Context: an optimization exercise on an open-source flow, tuned for a short achievable clock period and few clock cycles per item. The choices shown serve that exercise and are no tape-out recipe.
In this exercise RTL edits were held to simulation tests only and were not proved equivalent to the original.
No activity file was given, so power comes from the tool's default toggle rates.

==> inputs of wip/tundra <==
// decode_stage_buffered
module decode_stage_buffered #(
  parameter int XLEN      = 32,
  parameter int BUF_DEPTH = 4,
  parameter int NUM_REGS  = 32
) (
  input  logic                         clk_i,
  input  logic                         rst_i,
  input  logic                         flush_i,
  input  logic                         getir_valid_i,
  output logic                         getir_ready_o,
  input  logic [31:0]                  getir_buyruk_i,
  input  logic [XLEN-1:0]              getir_ps_i,
  input  logic                         writeback_enable_i,
  input  logic [4:0]                   writeback_address_i,
  input  logic [XLEN-1:0]              writeback_result_i,
  output logic                         yurut_valid_o,
  input  logic                         yurut_ready_i,
  output logic [3:0]                   yurut_birim_secimi_o,
  output logic [4:0]                   yurut_islem_secimi_o,
  output logic [XLEN-1:0]              yurut_integer_deger1_o,
  ...
==> flow/config.mk <==
export PLATFORM = sky130hd
export DESIGN_NAME = decode_stage_buffered
export DESIGN_NICKNAME = decode_stage_buffered
export VERILOG_FILES = /design/flow/design.v
export SDC_FILE = /design/flow/constraint.sdc
export NUM_CORES = 4
export LEC_CHECK = 0
export ABC_CLOCK_PERIOD_IN_PS = 1000
export CAP_MARGIN = 20
export CORE_MARGIN = 2
export CORE_UTILIZATION = 45
export CTS_CLUSTER_DIAMETER = 100
export CTS_CLUSTER_SIZE = 20
export SETUP_SLACK_MARGIN = 2.45
export SLEW_MARGIN = 20
==> flow/constraint.sdc <==
create_clock -name core_clock -period 4.5 [get_ports {clk_i}]
set_input_delay 0.9000 -clock core_clock [delete_from_list [all_inputs] [get_ports {clk_i}]]
set_output_delay 0.9000 -clock core_clock [all_outputs]
set_load 0.01 [all_outputs]
run.sh (not shown) runs the stock make flow with config.mk's settings and CLKGATE_MAP_FILE= SYNTH_SCRIPT=/design/flow/synth_recipe.tcl, a recipe that flattens the netlist after the stock synthesis.
==> inputs of wip/juniper, as changes to wip/tundra <==
--- a/flow/design.v
+++ b/flow/design.v
@@ -307,38 +307,29 @@
       ready_q   <=  (issue ? rdy_i : rdy_n);
       ready_n_q <= ~(issue ? rdy_i : rdy_n);
       head_ok_q <= issue ? hok_i : hok_n;
       f1_q      <= wptr_q & {ND{push}};
       f2_q      <= f1_q;
     end
   end
-  logic [31:0] rd1a, rd1b, rd2a, rd2b;
+  logic [31:0] rd1, rd2;
   always_comb begin
-    rd1a = '0; rd1b = '0; rd2a = '0; rd2b = '0;
-    for (int r = 1; r < 16; r++) begin
-      rd1a = rd1a | (regs[r] & {32{f_oh1_q[r]}});
-      rd2a = rd2a | (regs[r] & {32{f_oh2_q[r]}});
-    end
-    for (int r = 16; r < 32; r++) begin
-      rd1b = rd1b | (regs[r] & {32{f_oh1_q[r]}});
-      rd2b = rd2b | (regs[r] & {32{f_oh2_q[r]}});
+    rd1 = '0; rd2 = '0;
+    for (int r = 1; r < 32; r++) begin
+      rd1 = rd1 | (regs[r] & {32{f_oh1_q[r]}});
+      rd2 = rd2 | (regs[r] & {32{f_oh2_q[r]}});
     end
   end
-  logic [31:0] g1a_q, g1b_q, g2a_q, g2b_q;
   always_ff @(posedge clk_i) begin
-    g1a_q <= rd1a;
-    g1b_q <= rd1b;
-    g2a_q <= rd2a;
-    g2b_q <= rd2b;
-    w_q   <= writeback_result_i;
-    s1_q  <= fb1;
-    s2_q  <= fb2;
+    g1_q <= rd1;
+    g2_q <= rd2;
+    w_q  <= writeback_result_i;
+    s1_q <= fb1;
+    s2_q <= fb2;
   end
-  assign g1_q = g1a_q | g1b_q;
-  assign g2_q = g2a_q | g2b_q;
   logic [31:0] fill1, fill2;
   assign fill1 = s1_q ? w_q : g1_q;
   assign fill2 = s2_q ? w_q : g2_q;
   logic [ND-1:0] t1, t2, t3, wr;
   always_comb begin
     for (int i = 0; i < ND; i++) begin
       wr[i] = wr_q[i];
Settings changed: CORE_UTILIZATION 45 to 55.
==> run summary <==
| item | wip/juniper | wip/tundra |
|---|---|---|
| Core footprint | 0.1558 mm2 | 0.1904 mm2 |
| Power consumed by combinational cells | 3470 uW | 2970 uW |
| Power consumed by sequential cells | 21,300 uW | 21,900 uW |
| Worst-case setup slack after placement | 719.4 ps | 670.1 ps |
| Non-clock buffer contribution to total cell area | 0.09486 | 0.06862 |
| Reg2Reg Launch Point | hq_rs1[0]$_DFF_P_ | hq_rs1[1]$_DFF_P_ |
| Min setup slack post-route | 2250 ps | 2285 ps |
| Synthesized-area fraction occupied by and/or/nand/nor cells | 0.07800 | 0.09008 |
| Antenna violations before repair | 31 | 29 |
| Result of the run | timing/DRC/antenna clean | timing/DRC/antenna clean |
| IR Drop Worst-Case VDD | 0.0003872 V | 0.0003791 V |
| Clk latency of the worst-skew pair | 840 ps | 810 ps |
| Violation count after the first detailed-routing iteration | 14,035 | 12,130 |
| Met2 GRT Util | 0.6250 | 0.5033 |
| Non-clock buffer count | 794 | 611 |
| Area of the multi-input gates | 0.03148 mm2 | 0.03021 mm2 |
| Number of tapcells | 2,058 | 2,511 |
| Total net switching power | 8792 uW | 8835 uW |
| Area fraction of the dominant cell type after synthesis | 0.4377 | 0.4359 |
| Final Wtd Congestion | 0.9435 | 0.9270 |
| Netlist Area Pre-Place | 0.08604 mm2 | 0.08638 mm2 |
| Worst setup path startpoint | yurut_integer_deger2_o[2]$_SDFFE_PN0N_ | yurut_integer_deger1_o[12]$_SDFFE_PN0N_ |
| Diode count | 36 | 13 |
| Post-DP HPWL | 192,400 um | 188,500 um |
| Global-route wire length before repair | 499,500 um | 471,600 um |
| Worst Hold End | yurut_ps_yeni_o[24]$_SDFFE_PN0N_ | yurut_ps_yeni_o[22]$_SDFFE_PN0N_ |
Testbench counts of wip/tundra, summed over its fixed seeds: cycles 8,947, items 4,800.
Testbench counts of wip/juniper, summed over its fixed seeds: cycles 8,947, items 4,800.

[separate check: timing with driven ports]
The flow's constraints put no driver on any port. The routed layouts listed below were extracted and timed again, unchanged, in two steps. Step 1 assumes that a clkbuf_16 drives the clock port and a buf_2 every other input. Step 2 also shifts input and output timing later by t, the mid clock arrival at the registers, as if the neighbouring blocks saw the same clock. Three values: ideal ports, drivers, drivers and shift; two values: the first two.
run	t (ns)	setup slack, ns	hold WS [ns]	slew at the worst register clock pin (ns)	worst data-port slew with drivers (ns)
wip/tundra	0.882	2.285 / 2.199 / 1.406	0.462 / 0.462 / 0.462	0.10 / 0.10	0.16
wip/juniper	0.897	2.250 / 2.162 / 1.515	0.457 / 0.430 / 0.457	0.10 / 0.10	0.16
After both steps setup and hold are still met in every run listed. The setup slack of wip/tundra, which loses most, moves by -0.086 ns with the drivers and by -0.879 ns with both steps.
